Source: an optimization exercise on an open RTL-to-GDS flow (aim: small area, a short achievable clock period and few clock cycles per item). Production flows keep margins and buffers that such runs may drop. RTL that was checked went through simulation tests only; none was proved equivalent to the original. No functional check of the RTL was part of runs 1 to 3. Power figures rest on the tool's default switching activity, not on a simulated workload.

==> flow/design.v <==
package lprl_pkg;
    localparam int ENTRIES = 16;
    localparam int ADDR_W  = 32;
    localparam int INDEX_W = 4;
    localparam int LEN_W   = 6;
    function automatic logic [LEN_W-1:0] lead_ones(input logic [ADDR_W-1:0] m);
        logic [LEN_W-1:0] n;
        n = LEN_W'(ADDR_W);
        for (int i = 0; i < ADDR_W; i++)
        begin
            if (!m[i])
            begin
                n = LEN_W'(ADDR_W - 1 - i);
            end
        end
        lead_ones = n;
    endfunction
endpackage
import lprl_pkg::*;
module lprl_ctrl
(
    input  logic [ENTRIES-1:0] alive_in,
    input  logic [ENTRIES-1:0] b1,
    input  logic [ENTRIES-1:0] b0,
    output logic [ENTRIES-1:0] alive_out,
    output logic [1:0]         best
);
    logic any_hi;
    logic any_11;
    logic any_b0;
    assign any_hi = |(alive_in & b1);
    assign any_11 = |(alive_in & b1 & b0);
    assign any_b0 = |(alive_in & b0);
    assign best[1] = any_hi;
    assign best[0] = any_hi ? any_11 : any_b0;
    always_comb
    begin
        for (int i = 0; i < ENTRIES; i++)
        begin
            alive_out[i] = alive_in[i] && (b1[i] == best[1]) && (b0[i] == best[0]);
        end
    end
endmodule
module lprl_step1
(
    input  logic [ENTRIES-1:0] alive_in,
    input  logic [ENTRIES-1:0] b0,
    output logic               hit,
    output logic [INDEX_W-1:0] idx,
    output logic               best
);
    logic [ENTRIES-1:0] set;
    logic [INDEX_W-1:0] idx_set;
    logic [INDEX_W-1:0] idx_all;
    assign set  = alive_in & b0;
    assign best = |set;
    assign hit  = |alive_in;
    always_comb
    begin
        idx_set = '0;
        idx_all = '0;
        for (int i = ENTRIES - 1; i >= 0; i--)
        begin
            if (set[i])
            begin
                idx_set = INDEX_W'(i);
            end
            if (alive_in[i])
            begin
                idx_all = INDEX_W'(i);
            end
        end
    end
    assign idx = best ? idx_set : idx_all;
endmodule
import lprl_pkg::*;
module lprl_dp
(
    input  logic [ADDR_W-1:0]              addr,
    input  logic [ENTRIES-1:0][ADDR_W-1:0] c1,
    input  logic [ENTRIES-1:0][ADDR_W-1:0] c0,
    output logic [ENTRIES-1:0]             match_hi,
    output logic [ENTRIES-1:0]             match_lo
);
    always_comb
    begin
        for (int i = 0; i < ENTRIES; i++)
        begin
            match_hi[i] = (((c1[i][31:16] & ~addr[31:16]) | (c0[i][31:16] & addr[31:16])) == '0);
            match_lo[i] = (((c1[i][15:0] & ~addr[15:0]) | (c0[i][15:0] & addr[15:0])) == '0);
        end
    end
endmodule
import lprl_pkg::*;
module longest_prefix_route_lookup
(
    input  logic               clk,
    input  logic               rst_n,
    input  logic               req_valid,
    output logic               req_ready,
    input  logic               req_func,
    input  logic [INDEX_W-1:0] req_entry_index,
    input  logic               req_entry_valid,
    input  logic [ADDR_W-1:0]  req_entry_prefix,
    input  logic [ADDR_W-1:0]  req_entry_mask,
    input  logic [ADDR_W-1:0]  req_lookup_addr,
    output logic               rsp_valid,
    input  logic               rsp_ready,
    output logic               rsp_hit,
    output logic [INDEX_W-1:0] rsp_best_index,
    output logic [LEN_W-1:0]   rsp_best_length
);
    logic [ENTRIES-1:0][ADDR_W-1:1] c1_mem;
    logic [ENTRIES-1:0][ADDR_W-1:1] c0_mem;
    logic [ENTRIES-1:0]             c1_b0;
    logic [ENTRIES-1:0]             c0_b0;
    logic [ENTRIES-1:0][2:0]        len543_mem;
    logic [ENTRIES-1:0][1:0]        len21_mem;
    logic [ENTRIES-1:0]             len0_mem;
    logic               adv;
    logic               acc;
    logic               wr;
    logic [ENTRIES-1:0] wr_sel;
    logic [ADDR_W-1:0]  wr_c1;
    logic [ADDR_W-1:0]  wr_c0;
    logic [LEN_W-1:0]   wr_len;
    logic               s1_v;
    logic [ENTRIES-1:0] s1_hi;
    logic [ENTRIES-1:0] s1_lo;
    logic [ENTRIES-1:0] s1_alive;
    logic               s2_v;
    logic [ENTRIES-1:0] s2_alive;
    logic [2:0]         s2_len;
    logic               s3_v;
    logic [ENTRIES-1:0] s3_alive;
    logic [4:0]         s3_len;
    logic               wa_v;
    logic [INDEX_W-1:0] wa_idx;
    logic [2:0]         wa_len;
    logic               wb_v;
    logic [INDEX_W-1:0] wb_idx;
    logic               wb_len;
    logic               out_v;
    logic               out_hit;
    logic [INDEX_W-1:0] out_idx;
    logic [LEN_W-1:0]   out_len;
    logic               sk_v;
    logic               rdy_q;
    logic               sk_hit;
    logic [INDEX_W-1:0] sk_idx;
    logic [LEN_W-1:0]   sk_len;
    assign adv       = !sk_v;
    assign req_ready = rdy_q;
    assign acc       = req_valid && adv;
    assign wr        = acc && (req_func == 1'b0);
    always_comb
    begin
        for (int i = 0; i < ENTRIES; i++)
        begin
            wr_sel[i] = wr && (req_entry_index == INDEX_W'(i));
        end
    end
    assign wr_c1  = (req_entry_prefix & req_entry_mask) | {31'd0, !req_entry_valid};
    assign wr_c0  = (~req_entry_prefix & req_entry_mask) | {31'd0, !req_entry_valid};
    assign wr_len = lprl_pkg::lead_ones(req_entry_mask);
    always_ff @(posedge clk)
    begin
        for (int i = 0; i < ENTRIES; i++)
        begin
            if (wr_sel[i])
            begin
                c1_mem[i]     <= wr_c1[ADDR_W-1:1];
                c0_mem[i]     <= wr_c0[ADDR_W-1:1];
                len543_mem[i] <= wr_len[5:3];
            end
            if (adv && wa_v && (wa_idx == INDEX_W'(i)))
            begin
                len21_mem[i] <= wa_len[2:1];
            end
            if (adv && wb_v && (wb_idx == INDEX_W'(i)))
            begin
                len0_mem[i] <= wb_len;
            end
        end
    end
    always_ff @(posedge clk or negedge rst_n)
    begin
        if (!rst_n)
        begin
            c1_b0 <= '1;
            c0_b0 <= '1;
        end
        else
        begin
            for (int i = 0; i < ENTRIES; i++)
            begin
                if (wr_sel[i])
                begin
                    c1_b0[i] <= wr_c1[0];
                    c0_b0[i] <= wr_c0[0];
                end
            end
        end
    end
    logic [ENTRIES-1:0] match_hi;
    logic [ENTRIES-1:0] match_lo;
    logic [ENTRIES-1:0][ADDR_W-1:0] c1_all;
    logic [ENTRIES-1:0][ADDR_W-1:0] c0_all;
    always_comb
    begin
        for (int i = 0; i < ENTRIES; i++)
        begin
            c1_all[i] = {c1_mem[i], c1_b0[i]};
            c0_all[i] = {c0_mem[i], c0_b0[i]};
        end
    end
    lprl_dp u_dp (
        .addr  (req_lookup_addr),
        .c1    (c1_all),
        .c0    (c0_all),
        .match_hi (match_hi),
        .match_lo (match_lo)
    );
    assign s1_alive = s1_hi & s1_lo;
    logic [ENTRIES-1:0] b5, b4, b3, b2, b1, b0;
    logic [ENTRIES-1:0] alive43, alive2, alive3;
    logic [1:0]         best43, best21;
    logic               any32;
    logic               best0;
    always_comb
    begin
        for (int i = 0; i < ENTRIES; i++)
        begin
            b5[i] = len543_mem[i][2];
            b4[i] = len543_mem[i][1];
            b3[i] = len543_mem[i][0];
            b2[i] = len21_mem[i][1];
            b1[i] = len21_mem[i][0];
            b0[i] = len0_mem[i];
        end
    end
    assign any32  = |(s1_alive & b5);
    lprl_ctrl u_st43 (.alive_in(s1_alive), .b1(b4), .b0(b3), .alive_out(alive43), .best(best43));
    assign alive2 = any32 ? (s1_alive & b5) : alive43;
    lprl_ctrl  u_st21 (.alive_in(s2_alive), .b1(b2), .b0(b1), .alive_out(alive3), .best(best21));
    logic               enc_hit;
    logic [INDEX_W-1:0] enc_idx;
    logic [LEN_W-1:0]   enc_len;
    lprl_step1 u_st0  (.alive_in(s3_alive), .b0(b0), .hit(enc_hit), .idx(enc_idx), .best(best0));
    assign enc_len = {s3_len, best0};
    always_ff @(posedge clk)
    begin
        if (adv)
        begin
            s1_hi    <= (req_func == 1'b1) ? match_hi : '0;
            s1_lo    <= match_lo;
            s2_alive <= alive2;
            s2_len   <= {any32, any32 ? 2'b00 : best43};
            s3_alive <= alive3;
            s3_len   <= {s2_len, best21};
            wa_idx   <= req_entry_index;
            wa_len   <= wr_len[2:0];
            wb_idx   <= wa_idx;
            wb_len   <= wa_len[0];
        end
    end
    always_ff @(posedge clk or negedge rst_n)
    begin
        if (!rst_n)
        begin
            s1_v <= 1'b0;
            s2_v <= 1'b0;
            s3_v <= 1'b0;
            wa_v <= 1'b0;
            wb_v <= 1'b0;
        end
        else if (adv)
        begin
            s1_v <= acc;
            s2_v <= s1_v;
            s3_v <= s2_v;
            wa_v <= wr;
            wb_v <= wa_v;
        end
    end
    logic push;
    assign push = adv && s3_v;
    always_ff @(posedge clk or negedge rst_n)
    begin
        if (!rst_n)
        begin
            out_v <= 1'b0;
            sk_v  <= 1'b0;
            rdy_q <= 1'b1;
        end
        else
        begin
            out_v <= sk_v || push || (out_v && !rsp_ready);
            sk_v  <= (sk_v || push) && out_v && !rsp_ready;
            rdy_q <= !((sk_v || push) && out_v && !rsp_ready);
        end
    end
    always_ff @(posedge clk)
    begin
        if (!out_v || rsp_ready)
        begin
            if (sk_v)
            begin
                out_hit <= sk_hit;
                out_idx <= sk_idx;
                out_len <= sk_len;
            end
            else
            begin
                out_hit <= enc_hit;
                out_idx <= enc_idx;
                out_len <= enc_len;
            end
        end
        if (!sk_v)
        begin
            sk_hit <= enc_hit;
            sk_idx <= enc_idx;
            sk_len <= enc_len;
        end
    end
    assign rsp_valid       = out_v;
    assign rsp_hit         = out_hit;
    assign rsp_best_index  = out_idx;
    assign rsp_best_length = out_len;
endmodule
==> flow/flow/run.sh <==
#!/bin/bash
# The standard layout with a few settings of ORFS's own changed:
#  - port buffers are buf_2 instead of the delay cell buffer_ports picks by default
#  - the resizer may swap a cell for one with another footprint
#  - clock tree: large sink clusters of clkbuf_16, no dummy loads
set -uo pipefail
bash standard.sh \
  MATCH_CELL_FOOTPRINT=0 \
  "BUFFER_PORTS_ARGS=-buffer_cell sky130_fd_sc_hd__buf_2" \
  "CTS_ARGS=-sink_clustering_enable -repair_clock_nets -buf_list sky130_fd_sc_hd__clkbuf_16 -sink_clustering_size 28 -sink_clustering_max_diameter 120 -dont_use_dummy_load" \
  finish > flow.log 2>&1
==> flow/standard.sh <==
#!/bin/bash
# synth_recipe.tcl (not shown) runs the flow's synth.tcl, then flattens the netlist and writes it again
# the make line also repeats each setting of config.mk as NAME=value (left out here)
make -C /OpenROAD-flow-scripts/flow DESIGN_CONFIG=/design/flow/config.mk WORK_HOME=/design/flow/orfs CLKGATE_MAP_FILE= SYNTH_SCRIPT=/design/flow/synth_recipe.tcl "${@:-finish}"
==> flow/config.mk <==
export PLATFORM = sky130hd
export DESIGN_NAME = longest_prefix_route_lookup
export DESIGN_NICKNAME = longest_prefix_route_lookup
export VERILOG_FILES = /design/flow/design.v
export SDC_FILE = /design/flow/constraint.sdc
export NUM_CORES = 4
export LEC_CHECK = 0
export ABC_AREA = 1
export CAP_MARGIN = 20
export CORE_MARGIN = 2
export CORE_UTILIZATION = 40
export SETUP_SLACK_MARGIN = 2.5
export SLEW_MARGIN = 20
==> flow/constraint.sdc <==
create_clock -name core_clock -period 5.0 [get_ports {clk}]
set_input_delay 1.0000 -clock core_clock [delete_from_list [all_inputs] [get_ports {clk}]]
set_output_delay 1.0000 -clock core_clock [all_outputs]
set_load 0.01 [all_outputs]
==> summary.md, run 1 <==
| Metric | Value |
|---|---|
| Power density cells | ~370 nW/µm² |
| Post-synthesis share of cell area spent on xor and xnor gates | 0.00168 |
| Ports placed on the boundary | around 120 |
| Yosys top cell by area | sky130_fd_sc_hd__edfxtp_1 |
| Detailed-route DRC error count | 0 |
| Syn nets | ~3100 |
| Final Cycle Share | 0.513 |
| Post-synth EDFFs | between 1000 and 1500 |
| Longest Clk Path Bufs | 3 |
| Arrival @ worst endpoint | approximately 3.0 ns |
| Worst min-delay path category | flop to flop |
| Share of post-route cells with drive strength above 1 | 0.177 |
| Horizontal extent of the die | ~350 µm |
| Vias per cell | roughly 5.7 |
| Share of the synthesized area in the top cell type | 0.757 |
| TritonCTS Buffers | 50 |
| Number of flip-flops and latches in the synthesized netlist | 1234 |
| Number of levels the H-tree was split into | 2 |
| Clock transition at the register clock pins on the worst setup and hold paths after CTS | 0.11 ns |
| Share of synthesized cell area in full adder, half adder and majority cells | 0 |
| Worst setup SP type | input pin |
| Share of flip-flops with an asynchronous set or reset | 0.0324 |
| Setup repair after global routing missed its margin | true |
| Share of the yosys chip area belonging to registers | 0.784 |
| Port-buffer cells | ~120 |
| Reported leakage power | approximately 18 nW |
| Internal reg-to-reg setup slack | ~2.5 ns |
| Number of violations of the max-capacitance limit | 0 |
| Synth Area in Simple Gates | 0.0767 |
| Layout fillers | a little over 10000 |
| Worst rel slew slack | 0.155 |
| Clock net sink count | roughly 1200 |
| Largest voltage drop on the vdd net | approximately 0.00028 V |
| Post-synth design cell area | 46900 µm² |
| Gate count after technology mapping | approximately 3000 |
| Die height | roughly 350 µm |
| Worst Skew | roughly 0.13 ns |
| Maximum frequency from static timing analysis | about 390 MHz |
| Worst Max-Slew Pin Slew | 1.26 ns |
| Utilization after layout | 0.451 |
| Root buf cell | sky130_fd_sc_hd__clkbuf_16 |
| Vias in the first global route | 25700 |
| Initial antenna violation count | 11 |
| Global Route Usage Sum | 0.225 |
| Initial DRC count | between 3000 and 4000 |
| Top fanout value on the critical path | 10 |
| DP Wirelength | about 84 mm |
| Hold Path Origin | s2_len[1] |
| Yosys Warn Count | 4 |
| Post-Syn Area per Cell | 15.4 µm² |
| Drt first pass iters | 7 |
| Critical Setup Path Class | input pin to flop |
| Worst-skew pair later-pin latency | 0.74 ns |
| Reg-to-reg critical path startpoint | s1_hi[14] |
| Count of final hold-check violations | 0 |
| Kind of end point of the critical path | flop |
| Worst EP required | 5.45 ns |
| Std cell rows | around 130 |
| Largest net degree at the start of global routing | 67 |
| Area added between synthesis and finish | 11.8% |
| Total congestion overflow | 0 |
| Distinct cell type count of the synthesized netlist | 47 |
| Outcome | timing/DRC/antenna clean |
| End point of the worst hold path | s3_len[3] |
| Average detailed-routed wire length per instance | between 20 and 30 µm |
| Number of endpoints failing setup at the final stage | 0 |
| Most used flip-flop cell after synthesis | sky130_fd_sc_hd__edfxtp_1 |
| Total Wirelength | about 140 mm |
| Number of routed nets with antenna violations | 0 |
| FF-to-FF End | s2_alive[10] |
| Sum of negative setup slack | 0 ns |
| Top cells by area in the synthesized netlist | sky130_fd_sc_hd__edfxtp_1, sky130_fd_sc_hd__nand2_1, sky130_fd_sc_hd__mux2_2 |
| First-pass GRT wire length | 193 mm |
| Initial Util | 0.404 |
| TritonCTS clock tree | yes |
| Final Max Slew Viols | 0 |
| R2r worst-path depth | 8 |
| Mux contribution to synthesized area | 0.0480 |
| Die footprint | about 120000 µm² |
| Routability congestion estimate | about 0.87 |
| Layout net count | about 3400 |
| Total via count after detailed routing | ~27000 |
| Combinational family with the most area after synthesis | simple AND/OR/NAND/NOR gates |
| Area fraction in compound gates after synthesis | 0.0621 |
| Core Area | approximately 120000 µm² |
| Final worst path period need | 2.57 ns |
| Hold path depth | 0 |
sequential cells by signal (all words and copies together) (netlist names), 32 cells and up:
signal      flops
c0_mem        496
len543_mem     48
len21_mem      32
c1_mem        496
critical path, stage by stage:
cell                         delay [ns]
sky130_fd_sc_hd__buf_4             0.22
sky130_fd_sc_hd__clkinvlp_4        0.19
sky130_fd_sc_hd__buf_4             0.22
sky130_fd_sc_hd__a22o_1            0.21
sky130_fd_sc_hd__nor4_1            0.42
sky130_fd_sc_hd__nand4_1           0.31
sky130_fd_sc_hd__a2111oi_4         0.40
layer usage:
metal | up-vias | part of all wire | wire length, µm | GRT usage
li1 | 11800 | - | - | -
met3 | 238 | 0.10 | 14100 | 0.0498
met2 | 1475 | 0.46 | 63500 | 0.356
met5 | - | 0.00031 | 43 | 0
met4 | 8 | 0.035 | 4870 | 0.0685
met1 | 13800 | 0.40 | 55300 | 0.311
synthesized netlist by cell type, types with 3 or more instances:
cell type                      n
sky130_fd_sc_hd__edfxtp_1   1183
sky130_fd_sc_hd__nand2_1     460
sky130_fd_sc_hd__inv_1       238
sky130_fd_sc_hd__nor2_1      218
sky130_fd_sc_hd__mux2_2      112
sky130_fd_sc_hd__mux2i_1      99
sky130_fd_sc_hd__clkbuf_1     86
sky130_fd_sc_hd__nand4_1      81
sky130_fd_sc_hd__a22o_1       79
sky130_fd_sc_hd__o21ai_0      70
sky130_fd_sc_hd__a221oi_1     54
sky130_fd_sc_hd__a22oi_1      49
sky130_fd_sc_hd__nand3_1      44
sky130_fd_sc_hd__nor4_1       35
sky130_fd_sc_hd__dfstp_2      33
sky130_fd_sc_hd__a21oi_1      32
sky130_fd_sc_hd__a2111oi_0    30
sky130_fd_sc_hd__a211oi_1     20
sky130_fd_sc_hd__o211ai_1     17
sky130_fd_sc_hd__o22ai_1      13
sky130_fd_sc_hd__dfxtp_1      11
sky130_fd_sc_hd__o31ai_1      10
sky130_fd_sc_hd__buf_1         8
sky130_fd_sc_hd__xor2_1        8
sky130_fd_sc_hd__dfrtp_1       7
sky130_fd_sc_hd__nor3_1        7
sky130_fd_sc_hd__a31oi_1       5
sky130_fd_sc_hd__inv_2         3
sky130_fd_sc_hd__o2111ai_1     3
through the flow:
step / setup slack, ns / hold WS [ns] / power, mW / instances / area (µm²)
6_report: 2.43 / 0.431 / 19.5 / 4792 / 52400
3_3_place_gp: 0.707 / 0.404 / 14.7 / 4658 / 49900
2_1_floorplan: 2.01 / 0.400 / 13.8 / 3036 / 47100
5_1_grt: 2.35 / 0.456 / 20.1 / 4787 / 52400
4_1_cts: 2.34 / 0.432 / 19.5 / 4777 / 52100
3_5_place_dp: 0.695 / 0.405 / 14.7 / 4658 / 49900
placed cells by master, fill, tap and decap left out, drive strengths merged, types with 37 or more instances in the layout:
master     n
nor4      37
mux2i     99
edfxtp  1183
a22o      79
nand3     44
o21ai     70
mux2     112
buf      260
nand4     82
a221oi    54
inv      226
clkbuf    59
nand2    461
nor2     220
a22oi     49
power by group:
group	leakage [nW]	switching [mW]	internal, mW	total, mW
registers	11.6	0.381	12.1	12.4
logic	6.07	1.56	0.658	2.22
clock network	0.616	3.00	1.80	4.80
final cells by class:
class | instances | area, µm² | share of cell area
flip-flops and latches | 1234 | 36800 | 0.702
repair inverters | 1 | 7.51 | 0.000143
repair buffers | 269 | 2140 | 0.0407
well taps | 1524 | 1910 | 0.0364
diodes | 5 | 12.5 | 0.000239
clock buffers | 50 | 1250 | 0.0239
multi-input cells | 1467 | 9330 | 0.178
inverters | 242 | 993 | 0.0190
what timing repair did:
item,4_1_cts,5_1_grt
cloned,8,3
resized for setup,74,72
pin swaps,16,15
hold buffers,0,0
setup endpoints to repair,1126,597
setup buffers,61,7
how the worst max path moves through the flow:
stage / startpoint / end / slack, ns
finish: req_lookup_addr[24] / s1_hi[9] / 2.43
global route: req_lookup_addr[24] / s1_hi[9] / 2.35
CTS: req_lookup_addr[19] / s1_hi[9] / 2.34
detailed placement: req_lookup_addr[19] / s1_hi[9] / 0.69
global placement: req_lookup_addr[19] / s1_hi[9] / 0.71
floorplan: req_func / c0_b0[0] / 2.01
cells by family after synthesis:
logic type                after synthesis
DFF                                  1234
and+or+nand+nor                       852
xor gates and xnor gates                9
buffers and inverters                 337
muxes                                 211
AOI/OAI and AO/OA                     393
==> run 2: changes to the inputs <==
--- a/flow/config.mk
+++ b/flow/config.mk
@@ -5,9 +5,10 @@
 export SDC_FILE = /design/flow/constraint.sdc
 export NUM_CORES = 4
 export LEC_CHECK = 0
-export ABC_AREA = 1
+export ABC_CLOCK_PERIOD_IN_PS = 2500
 export CAP_MARGIN = 20
 export CORE_MARGIN = 2
 export CORE_UTILIZATION = 40
-export SETUP_SLACK_MARGIN = 2.5
+export SETUP_SLACK_MARGIN = 2.8
 export SLEW_MARGIN = 20
+export TNS_END_PERCENT = 5
==> run 2 against run 1 <==
  * Synthesized cell count decreased by 14%
  * Critical path depth is 2 lower
  * First-iteration DRC count shrank 11%
  * Combinational power grew 43%
  * Maximum frequency rose by 5.1%
  * Clock power is 2% lower
  * Synthesized area about the same
  * Final cell count is 8.7% lower
  * Hold slack improved by 0.0031 ns
  * Critical path type unchanged
  * Highest routed layer unchanged
==> summary.md, run 2 <==
| Metric | Value |
|---|---|
| Layout net count | 2951 (-12%) |
| Worst Skew | 0.0513 ns (-0.0829 ns) |
| Initial Util | 0.404 (about the same) |
| Pre-CTS setup slack | 1.51 ns (+0.820 ns) |
| Average detailed-routed wire length per instance | 29.3 µm (+2.0%) |
| Syn nets | 2717 (-14%) |
| Leading cell type by number of instances after synthesis | sky130_fd_sc_hd__edfxtp_1 |
| Initial antenna violation count | 14 (+3) |
| Number of violations of the max-capacitance limit | 0 (unchanged) |
| Power density cells | 389 nW/µm² (+4.9%) |
| Share of flip-flops with an asynchronous set or reset | 0.0324 (unchanged) |
| Outcome | timing/DRC/antenna clean |
| Horizontal extent of the die | 347 µm (about the same) |
| Worst min-delay path category | flop to flop |
| Hold Path Origin | s2_len[0] |
| DP Wirelength | 78.2 mm (-7.2%) |
| Number of levels the H-tree was split into | 2 (unchanged) |
| First-pass GRT wire length | 179 mm (-7.3%) |
| Initial DRC count | 3158 (-11%) |
| Post-route standard cell area excluding fillers | 52600 µm² (+0.34%) |
| Setup repair after global routing missed its margin | true |
| Kind of end point of the critical path | flop |
| Longest Clk Path Bufs | 3 (unchanged) |
| Most used flip-flop cell after synthesis | sky130_fd_sc_hd__edfxtp_1 |
| Area taken by flip-flops and latches | 36800 µm² (about the same) |
| Global Route Usage Sum | 0.209 (-0.0164) |
| Top fanout value on the critical path | 11 (+1) |
| Top cells by area in the synthesized netlist | sky130_fd_sc_hd__edfxtp_1, sky130_fd_sc_hd__mux2i_1, sky130_fd_sc_hd__dfstp_2 |
| Distinct cell type count of the synthesized netlist | 66 (+40%) |
| Post-synthesis share of cell area spent on xor and xnor gates | 0 (-0.00168) |
| Sum of negative setup slack | 0 ns (unchanged) |
| Number of routed nets with antenna violations | 0 (unchanged) |
| Launch point of the worst path | req_lookup_addr[25] |
| Yosys top cell by area | sky130_fd_sc_hd__edfxtp_1 |
| Std cell rows | 125 (unchanged) |
| Vias per cell | 5.78 (+1.7%) |
| Maximum frequency from static timing analysis | 410 MHz (+5.1%) |
| Worst setup SP type | input pin |
| Post-Syn Area per Cell | 18.0 µm² (+16%) |
| Largest net degree at the start of global routing | 70 (+4.5%) |
| Post-synth EDFFs | 1183 (unchanged) |
| TritonCTS clock tree | yes |
| Layout fillers | 9812 (-2.7%) |
| Final hold slack | 0.434 ns (+0.00313 ns) |
| Yosys Warn Count | 4 (unchanged) |
| Drt first pass iters | 7 (unchanged) |
| Area occupied by multi-input gates | 10300 µm² (+10%) |
| Final worst path period need | 2.44 ns (-0.125 ns) |
| Leading cell type in the layout, fill and taps excluded | sky130_fd_sc_hd__edfxtp_1 |
| Port-buffer cells | 118 (unchanged) |
| Mux contribution to synthesized area | 0.111 (+0.0631) |
| Root buf cell | sky130_fd_sc_hd__clkbuf_16 |
| TritonCTS Buffers | 50 (unchanged) |
| Worst Max-Slew Pin Slew | 1.09 ns (-0.174 ns) |
| Top post-synthesis cells by count | sky130_fd_sc_hd__edfxtp_1, sky130_fd_sc_hd__mux2i_1, sky130_fd_sc_hd__nand4_1 |
| Utilization after layout | 0.453 (+0.00154) |
| Share of synthesized cell area in full adder, half adder and majority cells | 0 (unchanged) |
| Reg-to-reg critical path startpoint | s1_lo[5] |
| Total Wirelength | 128 mm (-6.9%) |
| Die height | 347 µm (about the same) |
| Worst-skew pair later-pin latency | 0.66 ns (-0.08 ns) |
| Gate count after technology mapping | 2611 (-14%) |
| Synth Area in Simple Gates | 0.0676 (-0.00911) |
| Die footprint | 120000 µm² (about the same) |
| Combinational family with the most area after synthesis | multiplexers |
| Core Area | 116000 µm² (unchanged) |
| Worst EP required | 5.42 ns (-0.03 ns) |
| Count of final hold-check violations | 0 (unchanged) |
| Share of the yosys chip area belonging to registers | 0.784 (about the same) |
| Number of endpoints failing setup at the final stage | 0 (unchanged) |
| Area fraction in compound gates after synthesis | 0.0276 (-0.0345) |
| Largest registers in the final layout | c0_mem x496, c1_mem x496, len543_mem x48 |
| Ports placed on the boundary | 119 (unchanged) |
| Number of flip-flops and latches in the synthesized netlist | 1234 (unchanged) |
| Largest voltage drop on the vdd net | 0.000255 V (-8.1%) |
| Worst rel slew slack | 0.271 (+0.116) |
| Routability congestion estimate | 0.853 (-1.9%) |
| Final Max Slew Viols | 0 (unchanged) |
| Clock transition at the register clock pins on the worst setup and hold paths after CTS | 0.11 ns (about the same) |
| Area added between synthesis and finish | 12.1% |
| Hold Buf Count CTS | 0 (unchanged) |
| Detailed-route DRC error count | 0 (unchanged) |
| Share of post-route cells with drive strength above 1 | 0.167 (-0.0100) |
| Total congestion overflow | 0 (unchanged) |
| Post-synth design cell area | 46900 µm² (about the same) |
| Arrival @ worst endpoint | 2.86 ns (-0.15 ns) |
| Vias in the first global route | 24200 (-5.9%) |
| Reported leakage power | 18.0 nW (-1.9%) |
| Worst path setup slack after routing | 2.56 ns (+0.125 ns) |
| Share of the synthesized area in the top cell type | 0.757 (about the same) |
| Clock net sink count | 1234 (unchanged) |
| Total via count after detailed routing | 25300 (-7.2%) |
| Critical Setup Path Class | input pin to flop |
| Commonest cells after routing, fill and taps aside | sky130_fd_sc_hd__edfxtp_1, sky130_fd_sc_hd__mux2i_1, sky130_fd_sc_hd__nand4_1 |
| Placed Instance Area | 49800 µm² (-0.16%) |
| Final Cycle Share | 0.488 (-0.0251) |
[run 2: cell count changes in the layout (fill, tap and decap cells not counted), moves of 25 or more]
cell                       change
sky130_fd_sc_hd__nand3_1      +49
sky130_fd_sc_hd__buf_4        -32
sky130_fd_sc_hd__o21ai_0      -37
sky130_fd_sc_hd__a221oi_1     -46
sky130_fd_sc_hd__and2_1       +31
sky130_fd_sc_hd__inv_1       -191
sky130_fd_sc_hd__nor2b_2      +25
sky130_fd_sc_hd__nand4_1      +52
sky130_fd_sc_hd__nand2_1     -379
sky130_fd_sc_hd__mux2i_1     +413
sky130_fd_sc_hd__a22o_1       -77
sky130_fd_sc_hd__mux2_2      -104
sky130_fd_sc_hd__nor2_1      -106
[run 2: cell type report]
class	count	area share
Antenna cell	9	0.000428
Clock buffer	50	0.0238
Inverter	32	0.00350
Multi-Input combinational cell	1268	0.195
Sequential cell	1234	0.699
Tap cell	1524	0.0363
Timing Repair Buffer	255	0.0411
Timing Repair inverter	4	0.000571
[run 2: final timing paths]
kind / cells after the start / to / slack [ns]
setup / recovery: 5 / s1_hi[6] / 2.56
hold / removal: 0 / s3_len[2] / 0.43
setup reg to reg: 7 / s2_alive[8] / 2.57
hold reg to reg: 0 / s3_len[2] / 0.43
max in group asynchronous: 1 / sk_v / 3.84
min in group asynchronous: 1 / wa_v / 0.49
[run 2: layer usage]
layer  part of all wire  wire, µm  GRT usage  up-vias
li1                   -         -          -    10800
met1               0.42     54300      0.289    13300
met2               0.48     61500      0.346      984
met3              0.073      9390     0.0316      149
met4              0.024      3130     0.0529       14
met5            0.00067        86          0        -
[run 2: power by group]
group | total, mW | internal (mW) | switching (mW)
clock network | 4.71 | 1.80 | 2.91
logic | 3.17 | 1.18 | 2.00
registers | 12.6 | 12.1 | 0.508
total | 20.5 | 15.1 | 5.41
[run 2: what timing repair did]
action / CTS / global route
pin swaps: 19 / 20
setup buffers: 35 / 18
resized for setup: 123 / 45
endpoints found under the setup margin: 1217 / 948
gates cloned: 12 / 8
[run 2: kinds of logic (layout without fill, tap and decap cells)]
| kind of cell | after synthesis | in the layout |
|---|---|---|
| flops | 1234 | 1234 |
| simple gates | 579 | 579 |
| mux | 520 | 520 |
| compound gates | 169 | 169 |
| buf+inv | 109 | 341 |
| other cells | 0 | 9 |
[run 2: worst max-delay path: stages]
cell	delay (ns)
sky130_fd_sc_hd__buf_2	0.46
sky130_fd_sc_hd__buf_4	0.31
sky130_fd_sc_hd__mux2i_1	0.20
sky130_fd_sc_hd__nand4_1	0.23
sky130_fd_sc_hd__nor4_2	0.62
[run 2: through the flow]
stage / instances / power [mW]
3_3_place_gp: 4244 / 15.1
3_5_place_dp: 4244 / 15.2
6_report: 4376 / 20.5
4_1_cts: 4341 / 20.3
5_1_grt: 4368 / 21.1
2_1_floorplan: 2611 / 14.1
==> run 3: changes to the inputs <==
--- a/flow/config.mk
+++ b/flow/config.mk
@@ -9,6 +9,6 @@
 export CAP_MARGIN = 20
 export CORE_MARGIN = 2
 export CORE_UTILIZATION = 40
-export SETUP_SLACK_MARGIN = 2.8
+export SETUP_SLACK_MARGIN = 3.0
 export SLEW_MARGIN = 20
 export TNS_END_PERCENT = 5
==> run 3 against run 2 <==
  * Still clean
  * Sequential cell count unchanged
  * Critical path depth up 4
  * Core utilization up 0.46 points
  * Largest cell class unchanged
  * Largest power group unchanged
==> summary.md, run 3 <==
| Metric | Value |
|---|---|
| Share of the synthesized area in the top cell type | 0.757 (unchanged) |
| Largest voltage drop on the vdd net | 0.000251 V (-1.4%) |
| Gate count after technology mapping | 2611 (unchanged) |
| Reported leakage power | 18.2 nW (+1.3%) |
| Distinct cell type count of the synthesized netlist | 66 (unchanged) |
| Post-synth EDFFs | 1183 (unchanged) |
| Kind of end point of the critical path | flop |
| Number of flip-flops and latches in the synthesized netlist | 1234 (unchanged) |
| Worst rel slew slack | 0.271 (about the same) |
| Largest net degree at the start of global routing | 70 (unchanged) |
| Die height | 347 µm (unchanged) |
| First-pass GRT wire length | 181 mm (+0.92%) |
| Launch point of the worst path | s1_hi[13] |
| Synth Area in Simple Gates | 0.0676 (unchanged) |
| Crit-path max cell delay | 0.66 ns (+0.04 ns) |
| Commonest cells after routing, fill and taps aside | sky130_fd_sc_hd__edfxtp_1, sky130_fd_sc_hd__mux2i_1, sky130_fd_sc_hd__nand4_1 |
| Leading cell type in the layout, fill and taps excluded | sky130_fd_sc_hd__edfxtp_1 |
| DP Wirelength | 78.2 mm (unchanged) |
| Clock net sink count | 1234 (unchanged) |
| Total via count after detailed routing | 25300 (-0.099%) |
| Port-buffer cells | 118 (unchanged) |
| Vias per cell | 5.75 (-0.51%) |
| Global Route Usage Sum | 0.211 (+0.00227) |
| Critical Setup Path Class | flop to flop |
| Setup repair after global routing missed its margin | true |
| Total congestion overflow | 0 (unchanged) |
| Most used flip-flop cell after synthesis | sky130_fd_sc_hd__edfxtp_1 |
| Share of flip-flops with an asynchronous set or reset | 0.0324 (unchanged) |
| Initial DRC count | 3018 (-4.4%) |
| Yosys top cell by area | sky130_fd_sc_hd__edfxtp_1 |
| Worst path cell trace | nand3_1 -> nand4_1 -> nor4_4 -> buf_6 -> nor4b_4 -> buf_4 -> nor2_4 -> buf_12 -> a221oi_4 |
| Core Area | 116000 µm² (unchanged) |
| Count of final hold-check violations | 0 (unchanged) |
| Vias in the first global route | 24400 (+0.92%) |
| Number of violations of the max-capacitance limit | 0 (unchanged) |
| Yosys Warn Count | 4 (unchanged) |
| Worst-skew pair later-pin latency | 0.66 ns (about the same) |
| Post-Syn Area per Cell | 18.0 µm² (unchanged) |
| Final Cycle Share | 0.488 (about the same) |
| Std cell rows | 125 (unchanged) |
| Post-synthesis share of cell area spent on xor and xnor gates | 0 (unchanged) |
| Horizontal extent of the die | 347 µm (unchanged) |
| Total power consumption of the routed design | 20.6 mW (+0.77%) |
| Internal reg-to-reg setup slack | 2.56 ns (about the same) |
| Detailed-route DRC error count | 0 (unchanged) |
| Number of gates on the worst path with buffers counted | 9 (+4) |
| Final hold slack | 0.434 ns (-0.0000900 ns) |
| Critical Path Slowest Stage Cell | sky130_fd_sc_hd__edfxtp_1 |
| TritonCTS Buffers | 50 (unchanged) |
| Hold path depth | 0 (unchanged) |
| Final worst path period need | 2.44 ns (-0.00115 ns) |
| R2r worst-path depth | 9 (+2) |
| Die footprint | 120000 µm² (unchanged) |
| Longest Clk Path Bufs | 3 (unchanged) |
| Top cells by area in the synthesized netlist | sky130_fd_sc_hd__edfxtp_1, sky130_fd_sc_hd__mux2i_1, sky130_fd_sc_hd__dfstp_2 |
| Post-synth design cell area | 46900 µm² (unchanged) |
| Drt first pass iters | 7 (unchanged) |
| Area added between synthesis and finish | 13.2% |
| Reg-to-reg critical path startpoint | s1_hi[13] |
| Layout net count | 2975 (+0.81%) |
| Share of synthesized cell area in full adder, half adder and majority cells | 0 (unchanged) |
| Share of post-route cells with drive strength above 1 | 0.179 (+0.0112) |
| Worst EP required | 5.46 ns (+0.04 ns) |
| Worst min-delay path category | flop to flop |
| Top fanout value on the critical path | 8 (-3) |
| Crit path to | s2_alive[6] |
| Sum of negative setup slack | 0 ns (unchanged) |
| Leading cell type by number of instances after synthesis | sky130_fd_sc_hd__edfxtp_1 |
| Clock transition at the register clock pins on the worst setup and hold paths after CTS | 0.11 ns (about the same) |
| Hold Buf Count CTS | 0 (unchanged) |
| Number of levels the H-tree was split into | 2 (unchanged) |
| Syn nets | 2717 (unchanged) |
| Total Wirelength | 130 mm (+1.2%) |
| Layout fillers | 9766 (-0.47%) |
| Root buf cell | sky130_fd_sc_hd__clkbuf_16 |
| FF-to-FF End | s2_alive[6] |
| Initial Util | 0.404 (unchanged) |
| Maximum frequency from static timing analysis | 410 MHz (about the same) |
| Number of routed nets with antenna violations | 0 (unchanged) |
| Outcome | timing/DRC/antenna clean |
| Worst Max-Slew Pin Slew | 1.09 ns (+0.00474 ns) |
| Ports placed on the boundary | 119 (unchanged) |
| Share of the yosys chip area belonging to registers | 0.784 (unchanged) |
| Final Max Slew Viols | 0 (unchanged) |
| Arrival @ worst endpoint | 2.90 ns (+0.04 ns) |
| Area fraction in compound gates after synthesis | 0.0276 (unchanged) |
| Number of endpoints failing setup at the final stage | 0 (unchanged) |
| Mux contribution to synthesized area | 0.111 (unchanged) |
| Critical path buffers and inverters | 3 (+1) |
| TritonCTS clock tree | yes |
| Largest registers in the final layout | c0_mem x496, c1_mem x496, len543_mem x48 |
| Top post-synthesis cells by count | sky130_fd_sc_hd__edfxtp_1, sky130_fd_sc_hd__mux2i_1, sky130_fd_sc_hd__nand4_1 |
| Initial antenna violation count | 14 (unchanged) |
| Crit-path leading delay family | simple AND/OR/NAND/NOR gates |
| Power density cells | 388 nW/µm² (-0.24%) |
| Routability congestion estimate | 0.853 (unchanged) |
| Average detailed-routed wire length per instance | 29.6 µm (+0.76%) |
| Worst Skew | 0.0520 ns (+0.000659 ns) |
| Combinational family with the most area after synthesis | multiplexers |
| Worst setup SP type | flop |
-- run 3: final cells by class --
class | count | area, µm² | area share
Timing Repair Buffer | 279 | 2560 | 0.0482
Inverter | 32 | 190 | 0.00358
Antenna cell | 3 | 7.51 | 0.000141
Multi-Input combinational cell | 1268 | 10400 | 0.196
Clock buffer | 50 | 1250 | 0.0235
Tap cell | 1524 | 1910 | 0.0359
Timing Repair inverter | 4 | 30.0 | 0.000565
Sequential cell | 1234 | 36800 | 0.692
-- run 3: worst min path at each step --
stage | endpoint | from | slack, ns
final | s3_len[2] | s2_len[0] | 0.43
after detailed placement | s3_len[2] | s2_len[0] | 0.41
after global routing | s3_len[2] | s2_len[0] | 0.45
after floorplan | s3_len[2] | s2_len[0] | 0.40
after global placement | s3_len[2] | s2_len[0] | 0.41
after CTS | s3_len[2] | s2_len[0] | 0.44
-- run 3: repair_timing --
action                                  4_1_cts  5_1_grt
buffers inserted                             43       28
pin swaps                                    22       37
cloned                                       19        7
resized for setup                           139       99
endpoints found under the setup margin     1245     1207
-- run 3: where the power goes --
group	internal (mW)	leakage, nW	switching [mW]
Clock	1.80	0.616	2.90
Combinational	1.28	6.13	2.06
Sequential	12.1	11.5	0.503
-- run 3: metrics by stage --
stage          utilization  instances  area [µm²]  setup WS (ns)
2_1_floorplan            -       2611       47000           1.12
3_3_place_gp         0.429       4244       49800           1.44
3_5_place_dp         0.429       4244       49800           1.51
4_1_cts              0.450       4356       52300           2.58
5_1_grt              0.457       4392       53100           2.46
6_report             0.457       4394       53100           2.56
-- run 3: metal layers --
metal  wire length, µm  track usage  vias up
li1                  -            -    10900
met1             54900        0.290    13300
met2             62800        0.351      962
met3              9010       0.0333      150
met4              3090       0.0535       18
met5               103            0        -
-- run 3: cell families (layout without fill, tap and decap cells) --
family | count (synthesis) | after routing
buffers and inverters | 109 | 365
other | 0 | 3
AO/OA/AOI/OAI | 169 | 169
AND/OR/NAND/NOR | 579 | 579
flip-flops | 1234 | 1234
multiplexers | 520 | 520
==> run 4: changes to the inputs <==
--- a/flow/design.v
+++ b/flow/design.v
@@ -145,12 +145,11 @@
     logic [INDEX_W-1:0] out_idx;
     logic [LEN_W-1:0]   out_len;
     logic               sk_v;
-    logic               rdy_q;
     logic               sk_hit;
     logic [INDEX_W-1:0] sk_idx;
     logic [LEN_W-1:0]   sk_len;
     assign adv       = !sk_v;
-    assign req_ready = rdy_q;
+    assign req_ready = adv;
     assign acc       = req_valid && adv;
     assign wr        = acc && (req_func == 1'b0);
     always_comb
@@ -291,13 +290,11 @@
         begin
             out_v <= 1'b0;
             sk_v  <= 1'b0;
-            rdy_q <= 1'b1;
         end
         else
         begin
             out_v <= sk_v || push || (out_v && !rsp_ready);
             sk_v  <= (sk_v || push) && out_v && !rsp_ready;
-            rdy_q <= !((sk_v || push) && out_v && !rsp_ready);
         end
     end
     always_ff @(posedge clk)
--- a/flow/config.mk
+++ b/flow/config.mk
@@ -9,6 +9,8 @@
 export CAP_MARGIN = 20
 export CORE_MARGIN = 2
 export CORE_UTILIZATION = 40
-export SETUP_SLACK_MARGIN = 3.0
+export CTS_BUF_LIST = sky130_fd_sc_hd__clkbuf_16
+export CTS_CLUSTER_DIAMETER = 120
+export CTS_CLUSTER_SIZE = 28
+export SETUP_SLACK_MARGIN = 2.5
 export SLEW_MARGIN = 20
-export TNS_END_PERCENT = 5
==> run 4 against run 3 <==
  * Core utilization decreased by 1.0 points
  * Synthesized area about the same
  * Critical path type is now flop to output port
  * Count of clock-buffer cells in the layout unchanged
  * Cell area decreased by 2.2%
  * Sequential power about the same
  * Power decreased by 2.6%
  * Highest routed layer unchanged
  * Non-clock buffer count decreased by 41
  * Synthesized cell count decreased by 0.80%
  * Sequential share of layout area increased by 1.5 points
  * Clock power about the same
  * Sequential cell count decreased by 1
==> summary.md, run 4 <==
| Metric | Value |
|---|---|
| Total Wirelength | 127 mm (-2.4%) |
| Crit-path leading delay family | flip-flops |
| Area added between synthesis and finish | 10.8% |
| Final Max Slew Viols | 0 (unchanged) |
| Final hold slack | 0.398 ns (-0.0359 ns) |
| Routability congestion estimate | 0.880 (+3.2%) |
| Largest net degree at the start of global routing | 83 (+19%) |
| TritonCTS Buffers | 50 (unchanged) |
| Worst-skew pair later-pin latency | 0.71 ns (+0.05 ns) |
| Average detailed-routed wire length per instance | 29.3 µm (-0.97%) |
| Post-synth design cell area | 46900 µm² (about the same) |
| Die height | 346 µm (about the same) |
| First-pass GRT wire length | 177 mm (-2.0%) |
| Power density cells | 387 nW/µm² (-0.39%) |
| Longest Clk Path Bufs | 3 (unchanged) |
| Clock transition at the register clock pins on the worst setup and hold paths after CTS | 0.11 ns (about the same) |
| Mux contribution to synthesized area | 0.117 (+0.00636) |
| Detailed-route DRC error count | 0 (unchanged) |
| Largest voltage drop on the vdd net | 0.000244 V (-3.0%) |
| Total via count after detailed routing | 24900 (-1.2%) |
| Initial Util | 0.404 (about the same) |
| Worst path cell trace | buf_12 -> buf_8 -> clkinv_8 -> buf_6 |
| Yosys top cell by area | sky130_fd_sc_hd__edfxtp_1 |
| Worst Max-Slew Pin Slew | 1.18 ns (+0.0902 ns) |
| Gate count after technology mapping | 2590 (-0.80%) |
| Setup repair after global routing missed its margin | true |
| Ports placed on the boundary | 119 (unchanged) |
| Placed Instance Area | 50000 µm² (+0.34%) |
| Share of synthesized cell area in full adder, half adder and majority cells | 0 (unchanged) |
| Worst EP required | 4.00 ns (-1.46 ns) |
| TritonCTS clock tree | yes |
| Layout net count | 2910 (-2.2%) |
| DP Wirelength | 79.3 mm (+1.3%) |
| Number of endpoints failing setup at the final stage | 0 (unchanged) |
| Share of flip-flops with an asynchronous set or reset | 0.0316 (-0.000785) |
| Top post-synthesis cells by count | sky130_fd_sc_hd__edfxtp_1, sky130_fd_sc_hd__mux2i_1, sky130_fd_sc_hd__nand4_1 |
| Share of the yosys chip area belonging to registers | 0.784 (about the same) |
| Post-synth EDFFs | 1183 (unchanged) |
| Number of flip-flops and latches in the synthesized netlist | 1233 (-0.081%) |
| Kind of end point of the critical path | output port |
| Vias per cell | 5.76 (+0.23%) |
| Post-route standard cell area excluding fillers | 52000 µm² (-2.2%) |
| Sum of negative setup slack | 0 ns (unchanged) |
| Leading cell type by number of instances after synthesis | sky130_fd_sc_hd__edfxtp_1 |
| Share of post-route cells with drive strength above 1 | 0.158 (-0.0201) |
| Maximum frequency from static timing analysis | 400 MHz (-2.3%) |
| Leading cell type in the layout, fill and taps excluded | sky130_fd_sc_hd__edfxtp_1 |
| Commonest cells after routing, fill and taps aside | sky130_fd_sc_hd__edfxtp_1, sky130_fd_sc_hd__mux2i_1, sky130_fd_sc_hd__nand4_1 |
| Syn nets | 2696 (-0.77%) |
| Vias in the first global route | 24000 (-1.7%) |
| Horizontal extent of the die | 346 µm (about the same) |
| Die footprint | 120000 µm² (about the same) |
| Post-Syn Area per Cell | 18.1 µm² (+0.75%) |
| Number of routed nets with antenna violations | 0 (unchanged) |
| Most used flip-flop cell after synthesis | sky130_fd_sc_hd__edfxtp_1 |
| Area fraction in compound gates after synthesis | 0.0245 (-0.00316) |
| Top cells by area in the synthesized netlist | sky130_fd_sc_hd__edfxtp_1, sky130_fd_sc_hd__mux2i_1, sky130_fd_sc_hd__dfstp_2 |
| Top fanout value on the critical path | 2 (-6) |
| Combinational family with the most area after synthesis | multiplexers |
| Yosys Warn Count | 4 (unchanged) |
| Core Area | 116000 µm² (unchanged) |
| Final worst path period need | 2.50 ns (+0.0576 ns) |
| Hold Buf Count CTS | 0 (unchanged) |
| Port-buffer cells | 118 (unchanged) |
| Post-synthesis share of cell area spent on xor and xnor gates | 0 (unchanged) |
| Worst Skew | 0.106 ns (+0.0538 ns) |
| Critical Setup Path Class | flop to output port |
| Std cell rows | 125 (unchanged) |
| Count of final hold-check violations | 0 (unchanged) |
| Global Route Usage Sum | 0.207 (-0.00404) |
| Initial DRC count | 2626 (-13%) |
| Share of the synthesized area in the top cell type | 0.757 (about the same) |
| Largest registers in the final layout | c0_mem x496, c1_mem x496, len543_mem x48 |
| Pre-CTS setup slack | 1.76 ns (+0.242 ns) |
| Root buf cell | sky130_fd_sc_hd__clkbuf_16 |
| Number of violations of the max-capacitance limit | 0 (unchanged) |
| Critical path buffers and inverters | 4 (+1) |
| Worst path setup slack after routing | 2.50 ns (-0.0576 ns) |
| Final Cycle Share | 0.499 (+0.0115) |
| Clock net sink count | 1233 (-0.081%) |
| Outcome | timing/DRC/antenna clean |
| Total congestion overflow | 0 (unchanged) |
| Worst rel slew slack | 0.207 (-0.0637) |
| Initial antenna violation count | 10 (-4) |
| Critical Path Slowest Stage Cell | sky130_fd_sc_hd__dfrtp_1 |
| Layout fillers | 9874 (+1.1%) |
| Utilization after layout | 0.447 (-0.00998) |
| Worst setup SP type | flop |
| Number of levels the H-tree was split into | 2 (unchanged) |
| Area taken by flip-flops and latches | 36800 µm² (about the same) |
| Crit-path max cell delay | 0.42 ns (-0.24 ns) |
| Arrival @ worst endpoint | 1.50 ns (-1.40 ns) |
| Worst min-delay path category | input pin to async pin |
| Area occupied by multi-input gates | 10100 µm² (-2.8%) |
| Synth Area in Simple Gates | 0.0654 (-0.00223) |
| Drt first pass iters | 7 (unchanged) |
| Distinct cell type count of the synthesized netlist | 64 (-3.0%) |
| Reported leakage power | 17.8 nW (-2.2%) |
[run 4: changes by cell type after synthesis, sizes merged, moves of 12 or more]
cell    before  now
nor2        98   86
buf         34    6
mux2         8   33
a22oi       26   10
clkbuf      43   71
nand3      103   90
o211ai       2   15
[run 4: layout make-up]
type	instances	share of cell area
inverter	29	0.00274
clock buffer	50	0.0241
sequential	1233	0.707
tap	1524	0.0367
multi-input combinational	1252	0.194
timing repair buffer	238	0.0345
antenna	4	0.000193
[run 4: timing repair]
action,in CTS,in global routing
setup endpoints to repair,631,355
setup buffers,27,13
endpoints found under the hold margin,0,0
gates resized for setup,50,21
pin swaps,7,6
cloned,6,1
[run 4: path summary, 6_finish.rpt]
| path | start | endpoint | slack, ns | cells past startpoint |
|---|---|---|---|---|
| min | rst_n | wa_v | 0.40 | 2 |
| min in group core_clock | s2_len[0] | s3_len[2] | 0.42 | 0 |
| min reg2reg | s2_len[0] | s3_len[2] | 0.42 | 0 |
| max in group asynchronous | rst_n | c1_b0[3] | 4.22 | 2 |
| max | sk_v | req_ready | 2.50 | 4 |
| max reg2reg | sk_v | c1_mem[12] | 2.54 | 8 |
[run 4: worst register-to-register path, stage by stage (launching register included)]
cell and delay (ns):
sky130_fd_sc_hd__dfrtp_1 0.42, sky130_fd_sc_hd__buf_12 0.14, sky130_fd_sc_hd__nand2b_4 0.16, sky130_fd_sc_hd__or2_4 0.27, sky130_fd_sc_hd__or3_4 0.46, sky130_fd_sc_hd__nor3_4 0.25
sky130_fd_sc_hd__buf_6 0.17, sky130_fd_sc_hd__buf_12 0.15, sky130_fd_sc_hd__buf_4 0.14
[run 4: stage by stage]
stage	power [mW]	cells
global route	20.8	4326
floorplan	14.1	2590
finish	20.1	4330
global placement	15.1	4229
detailed placement	15.1	4229
CTS	20.0	4312
[run 4: cell families after synthesis]
group                  after synthesis
buffers and inverters              106
muxes                              546
and+or+nand+nor                    554
DFF                               1233
AOI/OAI and AO/OA                  151
[run 4: layer usage]
| metal | vias to the layer above | global-route usage | wire [µm] |
|---|---|---|---|
| li1 | 10700 | - | - |
| met2 | 1055 | 0.336 | 60100 |
| met3 | 140 | 0.0360 | 10100 |
| met5 | - | 0 | 38 |
| met1 | 13000 | 0.295 | 54200 |
| met4 | 6 | 0.0390 | 2330 |
[run 4: power breakdown]
part / total, mW / internal [mW] / switching (mW)
clock: 4.71 / 1.80 / 2.91
combinational: 2.83 / 1.09 / 1.74
sequential: 12.6 / 12.1 / 0.501
Testbench counts of run 4, summed over its fixed seeds: cycles 2,560, items 2,528.
==> run 5: changes to the inputs <==
--- a/flow/design.v
+++ b/flow/design.v
@@ -44,26 +44,36 @@
 module lprl_step1
 (
     input  logic [ENTRIES-1:0] alive_in,
+    input  logic [ENTRIES-1:0] b1,
     input  logic [ENTRIES-1:0] b0,
     output logic               hit,
     output logic [INDEX_W-1:0] idx,
-    output logic               best
+    output logic [1:0]         best
 );
-    logic [ENTRIES-1:0] set;
-    logic [INDEX_W-1:0] idx_set;
+    logic [ENTRIES-1:0] set11;
+    logic [ENTRIES-1:0] set1x;
+    logic [INDEX_W-1:0] idx11;
+    logic [INDEX_W-1:0] idx1x;
     logic [INDEX_W-1:0] idx_all;
-    assign set  = alive_in & b0;
-    assign best = |set;
-    assign hit  = |alive_in;
+    assign set11 = alive_in & b1 & b0;
+    assign set1x = alive_in & b1;
+    assign best[1] = |set1x;
+    assign best[0] = |set11;
+    assign hit     = |alive_in;
     always_comb
     begin
-        idx_set = '0;
+        idx11   = '0;
+        idx1x   = '0;
         idx_all = '0;
         for (int i = ENTRIES - 1; i >= 0; i--)
         begin
-            if (set[i])
+            if (set11[i])
             begin
-                idx_set = INDEX_W'(i);
+                idx11 = INDEX_W'(i);
+            end
+            if (set1x[i])
+            begin
+                idx1x = INDEX_W'(i);
             end
             if (alive_in[i])
             begin
@@ -71,7 +81,7 @@
             end
         end
     end
-    assign idx = best ? idx_set : idx_all;
+    assign idx = best[0] ? idx11 : (best[1] ? idx1x : idx_all);
 endmodule
 import lprl_pkg::*;
 module lprl_dp
@@ -114,9 +124,9 @@
     logic [ENTRIES-1:0][ADDR_W-1:1] c0_mem;
     logic [ENTRIES-1:0]             c1_b0;
     logic [ENTRIES-1:0]             c0_b0;
-    logic [ENTRIES-1:0][2:0]        len543_mem;
-    logic [ENTRIES-1:0][1:0]        len21_mem;
-    logic [ENTRIES-1:0]             len0_mem;
+    logic [ENTRIES-1:0][1:0]        k43_mem;
+    logic [ENTRIES-1:0][1:0]        k21_mem;
+    logic [ENTRIES-1:0][1:0]        k0f_mem;
     logic               adv;
     logic               acc;
     logic               wr;
@@ -124,22 +134,23 @@
     logic [ADDR_W-1:0]  wr_c1;
     logic [ADDR_W-1:0]  wr_c0;
     logic [LEN_W-1:0]   wr_len;
+    logic [LEN_W-1:0]   wr_key;
     logic               s1_v;
     logic [ENTRIES-1:0] s1_hi;
     logic [ENTRIES-1:0] s1_lo;
     logic [ENTRIES-1:0] s1_alive;
     logic               s2_v;
     logic [ENTRIES-1:0] s2_alive;
-    logic [2:0]         s2_len;
+    logic [1:0]         s2_key;
     logic               s3_v;
     logic [ENTRIES-1:0] s3_alive;
-    logic [4:0]         s3_len;
+    logic [3:0]         s3_key;
     logic               wa_v;
     logic [INDEX_W-1:0] wa_idx;
-    logic [2:0]         wa_len;
+    logic [3:0]         wa_key;
     logic               wb_v;
     logic [INDEX_W-1:0] wb_idx;
-    logic               wb_len;
+    logic [1:0]         wb_key;
     logic               out_v;
     logic               out_hit;
     logic [INDEX_W-1:0] out_idx;
@@ -148,8 +159,9 @@
     logic               sk_hit;
     logic [INDEX_W-1:0] sk_idx;
     logic [LEN_W-1:0]   sk_len;
+    logic               rdy_q;
     assign adv       = !sk_v;
-    assign req_ready = adv;
+    assign req_ready = rdy_q;
     assign acc       = req_valid && adv;
     assign wr        = acc && (req_func == 1'b0);
     always_comb
@@ -162,23 +174,24 @@
     assign wr_c1  = (req_entry_prefix & req_entry_mask) | {31'd0, !req_entry_valid};
     assign wr_c0  = (~req_entry_prefix & req_entry_mask) | {31'd0, !req_entry_valid};
     assign wr_len = lprl_pkg::lead_ones(req_entry_mask);
+    assign wr_key = {wr_len[5], wr_len[4:0] | {5{wr_len[5]}}};
     always_ff @(posedge clk)
     begin
         for (int i = 0; i < ENTRIES; i++)
         begin
             if (wr_sel[i])
             begin
-                c1_mem[i]     <= wr_c1[ADDR_W-1:1];
-                c0_mem[i]     <= wr_c0[ADDR_W-1:1];
-                len543_mem[i] <= wr_len[5:3];
+                c1_mem[i]  <= wr_c1[ADDR_W-1:1];
+                c0_mem[i]  <= wr_c0[ADDR_W-1:1];
+                k43_mem[i] <= wr_key[4:3];
             end
             if (adv && wa_v && (wa_idx == INDEX_W'(i)))
             begin
-                len21_mem[i] <= wa_len[2:1];
+                k21_mem[i] <= wa_key[3:2];
             end
             if (adv && wb_v && (wb_idx == INDEX_W'(i)))
             begin
-                len0_mem[i] <= wb_len;
+                k0f_mem[i] <= wb_key;
             end
         end
     end
@@ -214,39 +227,35 @@
         end
     end
     lprl_dp u_dp (
-        .addr  (req_lookup_addr),
-        .c1    (c1_all),
-        .c0    (c0_all),
+        .addr     (req_lookup_addr),
+        .c1       (c1_all),
+        .c0       (c0_all),
         .match_hi (match_hi),
         .match_lo (match_lo)
     );
     assign s1_alive = s1_hi & s1_lo;
-    logic [ENTRIES-1:0] b5, b4, b3, b2, b1, b0;
-    logic [ENTRIES-1:0] alive43, alive2, alive3;
-    logic [1:0]         best43, best21;
-    logic               any32;
-    logic               best0;
+    logic [ENTRIES-1:0] k4, k3, k2, k1, k0, kf;
+    logic [ENTRIES-1:0] alive2, alive3;
+    logic [1:0]         best43, best21, best0f;
     always_comb
     begin
         for (int i = 0; i < ENTRIES; i++)
         begin
-            b5[i] = len543_mem[i][2];
-            b4[i] = len543_mem[i][1];
-            b3[i] = len543_mem[i][0];
-            b2[i] = len21_mem[i][1];
-            b1[i] = len21_mem[i][0];
-            b0[i] = len0_mem[i];
+            k4[i] = k43_mem[i][1];
+            k3[i] = k43_mem[i][0];
+            k2[i] = k21_mem[i][1];
+            k1[i] = k21_mem[i][0];
+            k0[i] = k0f_mem[i][1];
+            kf[i] = k0f_mem[i][0];
         end
     end
-    assign any32  = |(s1_alive & b5);
-    lprl_ctrl u_st43 (.alive_in(s1_alive), .b1(b4), .b0(b3), .alive_out(alive43), .best(best43));
-    assign alive2 = any32 ? (s1_alive & b5) : alive43;
-    lprl_ctrl  u_st21 (.alive_in(s2_alive), .b1(b2), .b0(b1), .alive_out(alive3), .best(best21));
+    lprl_ctrl u_st43 (.alive_in(s1_alive), .b1(k4), .b0(k3), .alive_out(alive2), .best(best43));
+    lprl_ctrl u_st21 (.alive_in(s2_alive), .b1(k2), .b0(k1), .alive_out(alive3), .best(best21));
     logic               enc_hit;
     logic [INDEX_W-1:0] enc_idx;
     logic [LEN_W-1:0]   enc_len;
-    lprl_step1 u_st0  (.alive_in(s3_alive), .b0(b0), .hit(enc_hit), .idx(enc_idx), .best(best0));
-    assign enc_len = {s3_len, best0};
+    lprl_step1 u_st0f (.alive_in(s3_alive), .b1(k0), .b0(kf), .hit(enc_hit), .idx(enc_idx), .best(best0f));
+    assign enc_len = best0f[0] ? LEN_W'(32) : {1'b0, s3_key, best0f[1]};
     always_ff @(posedge clk)
     begin
         if (adv)
@@ -254,13 +263,13 @@
             s1_hi    <= (req_func == 1'b1) ? match_hi : '0;
             s1_lo    <= match_lo;
             s2_alive <= alive2;
-            s2_len   <= {any32, any32 ? 2'b00 : best43};
+            s2_key   <= best43;
             s3_alive <= alive3;
-            s3_len   <= {s2_len, best21};
+            s3_key   <= {s2_key, best21};
             wa_idx   <= req_entry_index;
-            wa_len   <= wr_len[2:0];
+            wa_key   <= {wr_key[2:0], wr_key[5]};
             wb_idx   <= wa_idx;
-            wb_len   <= wa_len[0];
+            wb_key   <= wa_key[1:0];
         end
     end
     always_ff @(posedge clk or negedge rst_n)
@@ -290,11 +299,13 @@
         begin
             out_v <= 1'b0;
             sk_v  <= 1'b0;
+            rdy_q <= 1'b1;
         end
         else
         begin
             out_v <= sk_v || push || (out_v && !rsp_ready);
             sk_v  <= (sk_v || push) && out_v && !rsp_ready;
+            rdy_q <= !((sk_v || push) && out_v && !rsp_ready);
         end
     end
     always_ff @(posedge clk)
==> run 5 against run 4 <==
  * Core utilization down 0.24 points
  * Power down 1.3%
  * Combinational power down 12%
  * Hold slack better by 0.017 ns
  * Maximum frequency down 2.7%
  * Sequential cell count up 1
  * Global-route usage up 1.1 points
  * Die area up 0.28%
  * Critical endpoint is now s1_hi[15]
  * Still clean
  * Non-clock buffer count down 6
  * Largest cell class unchanged
  * Clock skew down 0.019 ns
  * Clock power about the same
  * Sequential share of layout area up 0.34 points
==> summary.md, run 5 <==
| Metric | Value |
|---|---|
| Worst setup SP type | input pin |
| Critical Path Slowest Stage Cell | sky130_fd_sc_hd__nor4_1 |
| Core Area | 116000 µm² (+0.14%) |
| Share of the yosys chip area belonging to registers | 0.782 (-0.00165) |
| Crit-path leading delay family | buffers and inverters |
| DP Wirelength | 81.1 mm (+2.3%) |
| Placed Instance Area | 50200 µm² (+0.37%) |
| Setup repair after global routing missed its margin | false |
| Total met3 wirelength after detailed routing | 12.2 mm (+21%) |
| Worst path setup slack after routing | 2.43 ns (-0.0700 ns) |
| Internal reg-to-reg setup slack | 2.53 ns (about the same) |
| Worst rel slew slack | 0.165 (-0.0421) |
| Worst min-delay path category | input pin to async pin |
| Top cells by area in the synthesized netlist | sky130_fd_sc_hd__edfxtp_1, sky130_fd_sc_hd__mux2i_1, sky130_fd_sc_hd__dfstp_2 |
| Longest Clk Path Bufs | 3 (unchanged) |
| Syn nets | 2725 (+1.1%) |
| Power density cells | 383 nW/µm² (-0.87%) |
| Maximum frequency from static timing analysis | 390 MHz (-2.7%) |
| Yosys top cell by area | sky130_fd_sc_hd__edfxtp_1 |
| Global Route Usage Sum | 0.218 (+0.0111) |
| Clock transition at the register clock pins on the worst setup and hold paths after CTS | 0.11 ns (about the same) |
| Area added between synthesis and finish | 10.1% |
| Layout fillers | 10000 (+1.4%) |
| Final worst path period need | 2.57 ns (+0.0700 ns) |
| Reg-to-reg critical path startpoint | sk_v |
| Switch share | 0.259 (+0.00304) |
| Total congestion overflow | 0 (unchanged) |
| Horizontal extent of the die | 347 µm (+0.14%) |
| Share of the synthesized area in the top cell type | 0.755 (-0.00214) |
| Final Cycle Share | 0.513 (+0.0140) |
| TritonCTS Buffers | 50 (unchanged) |
| Ports placed on the boundary | 119 (unchanged) |
| Outcome | timing/DRC/antenna clean |
| Crit path to | s1_hi[15] |
| Sequential group share of total power | 0.637 (+0.012) |
| First-pass GRT wire length | 185 mm (+4.5%) |
| Gate count after technology mapping | 2619 (+1.1%) |
| Top post-synthesis cells by count | sky130_fd_sc_hd__edfxtp_1, sky130_fd_sc_hd__mux2i_1, sky130_fd_sc_hd__nand4_1 |
| Vias in the first global route | 24400 (+1.8%) |
| Clock power frac | 0.238 (+0.004) |
| Kind of end point of the critical path | flop |
| Die footprint | 120000 µm² (+0.28%) |
| Vias per cell | 5.84 (+1.4%) |
| Critical path buffers and inverters | 2 (-2) |
| Critical Setup Path Class | input pin to flop |
| Routability congestion estimate | 0.863 (-2.0%) |
| Number of violations of the max-capacitance limit | 0 (unchanged) |
| Worst Max-Slew Pin Slew | 1.25 ns (+0.0686 ns) |
| Number of routed nets with antenna violations | 0 (unchanged) |
| Initial Util | 0.404 (+0.000597) |
| Largest voltage drop on the vdd net | 0.000318 V (+30%) |
| Initial DRC count | 3360 (+28%) |
| Arrival @ worst endpoint | 2.97 ns (+1.47 ns) |
| Post-Syn Area per Cell | 18.0 µm² (-0.83%) |
| Average detailed-routed wire length per instance | 30.7 µm (+4.9%) |
| Initial antenna violation count | 17 (+7) |
| Total Wirelength | 134 mm (+5.5%) |
| Switching component of the power | 5.14 mW (about the same) |
| Number of gates on the worst path with buffers counted | 6 (+2) |
| Drt first pass iters | 6 (-1) |
| Post-synth design cell area | 47000 µm² (+0.28%) |
| Internal power component | 14.7 mW (-1.7%) |
| Final Max Slew Viols | 0 (unchanged) |
| R2r worst-path depth | 6 (-2) |
| Worst path cell trace | buf_2 -> buf_4 -> mux2i_1 -> and4_1 -> nand3_1 -> nor4_1 |
| Worst-skew pair later-pin latency | 0.71 ns (about the same) |
| Largest net degree at the start of global routing | 69 (-17%) |
| Share of flip-flops with an asynchronous set or reset | 0.0324 (+0.000785) |
| Highest Signal Layer | met5 |
| TritonCTS clock tree | yes |
| Most used flip-flop cell after synthesis | sky130_fd_sc_hd__edfxtp_1 |
| Detailed-route DRC error count | 0 (unchanged) |
| Distinct cell type count of the synthesized netlist | 71 (+11%) |
| Pre-CTS setup slack | 1.47 ns (-0.284 ns) |
| Total via count after detailed routing | 25400 (+1.9%) |
| Crit-path max cell delay | 0.49 ns (+0.07 ns) |
| Antenna Cells | 0 (-4) |
| Commonest cells after routing, fill and taps aside | sky130_fd_sc_hd__edfxtp_1, sky130_fd_sc_hd__mux2i_1, sky130_fd_sc_hd__nand4_1 |
| Count of final hold-check violations | 0 (unchanged) |
| Die height | 347 µm (+0.14%) |
| FF-to-FF End | c0_mem[28] |
| Top fanout value on the critical path | 11 (+9) |
| Leading cell type by number of instances after synthesis | sky130_fd_sc_hd__edfxtp_1 |
| Layout net count | 2937 (+0.93%) |
| Routed metal-1 wire length | 56.2 mm (+3.6%) |
| Post-synth EDFFs | 1183 (unchanged) |
| Worst EP required | 5.40 ns (+1.40 ns) |
| Combinational fraction of design power | 0.126 (-0.015) |
| Number of levels the H-tree was split into | 2 (unchanged) |
| Number of endpoints failing setup at the final stage | 0 (unchanged) |
| Launch point of the worst path | req_lookup_addr[31] |
| Reported leakage power | 17.9 nW (+0.63%) |
| Sum of negative setup slack | 0 ns (unchanged) |
| Yosys Warn Count | 4 (unchanged) |
| Largest registers in the final layout | c0_mem x496, c1_mem x496 |
| Root buf cell | sky130_fd_sc_hd__clkbuf_16 |
| Post-route standard cell area excluding fillers | 51800 µm² (-0.40%) |
| Clock net sink count | 1234 (+0.081%) |
| Leading cell type in the layout, fill and taps excluded | sky130_fd_sc_hd__edfxtp_1 |
| Share of post-route cells with drive strength above 1 | 0.147 (-0.0111) |
| Total power consumption of the routed design | 19.8 mW (-1.3%) |
| Number of flip-flops and latches in the synthesized netlist | 1234 (+0.081%) |
| Std cell rows | 125 (unchanged) |
| Worst Skew | 0.0866 ns (-0.0192 ns) |
| Port-buffer cells | 118 (unchanged) |
| WL met2 | 62.7 mm (+4.4%) |
run 5: through the flow:
stage	instances	utilization	hold slack (ns)
floorplan	2619	-	0.400
global placement	4274	0.431	0.408
detailed placement	4276	0.431	0.416
CTS	4343	0.444	0.417
global route	4353	0.445	0.428
finish	4353	0.445	0.415
run 5: repair_timing:
action                                  in CTS  in global routing
pin swaps                                    3                  2
hold buffers                                 0                  0
gates resized for setup                     32                 13
hold endpoints to repair                     0                  0
gates cloned                                 6                  2
buffers inserted                            11                  8
endpoints found under the setup margin     813                522
run 5: how the worst min path moves through the flow:
stage	from	endpoint	slack [ns]	cells after the start
3_5_place_dp	wa_key[0]	wb_key[0]	0.42	0
4_1_cts	rst_n	out_v	0.42	2
2_1_floorplan	s2_key[0]	s3_key[2]	0.40	0
6_report	rst_n	out_v	0.42	2
5_1_grt	rst_n	out_v	0.43	2
3_3_place_gp	wa_key[0]	wb_key[0]	0.41	0
run 5: cells by family after synthesis:
family / share of synthesized area
buffers and inverters: 0.0109
muxes: 0.110
AOI/OAI and AO/OA: 0.0291
DFF: 0.782
and+or+nand+nor: 0.0658
xor gates and xnor gates: 0.00242
run 5: metal layers:
metal  GRT usage  vias up
met5           0        -
li1            -    10800
met3      0.0392      151
met4      0.0429        2
met2       0.351     1228
met1       0.312    13300
run 5: layout make-up:
type / count / area (µm²) / area share
flip-flops and latches: 1234 / 36800 / 0.711
multi-input cells: 1270 / 9970 / 0.193
well taps: 1524 / 1910 / 0.0368
repair buffers: 232 / 1650 / 0.0318
clock buffers: 50 / 1250 / 0.0242
inverters: 38 / 170 / 0.00329
repair inverters: 5 / 30.0 / 0.000580
run 5: power groups by stage:
stage	registers [mW]	clock network, mW	logic (mW)
final	12.6	4.72	2.49
after global routing	12.7	5.12	2.65
after CTS	12.6	4.79	2.45
after detailed placement	12.9	0	2.40
after global placement	12.9	0	2.35
after floorplan	12.6	0	1.48
Testbench counts of run 5, summed over its fixed seeds: cycles 2,560, items 2,528.

afterwards: timing with drivers on the ports:
No port has a modelled driver above. Below, the same layouts with a new extraction and two added sets of constraints.
Step 1, drivers: a clkbuf_16 drives clk and a buf_2 each remaining input, both assumed.
Step 2 times the ports against the registers' clock, not the clock port: input delays grow and output delays shrink by t, the midpoint of the rising clock arrivals with the driver on.
a / b / c = no drivers / after step 1 / after step 2; a / b = the first two.
run | shift t [ns] | setup slack, ns
run 1 | 0.744 | 2.434 / 2.480 / 1.736
run 2 | 0.725 | 2.559 / 2.570 / 1.856
run 3 | 0.723 | 2.561 / 2.561 / 2.048
run 4 | 0.737 | 2.503 / 2.427 / 1.889
run 5 | 0.731 | 2.433 / 2.463 / 1.732
After both steps every run listed still meets setup and hold.
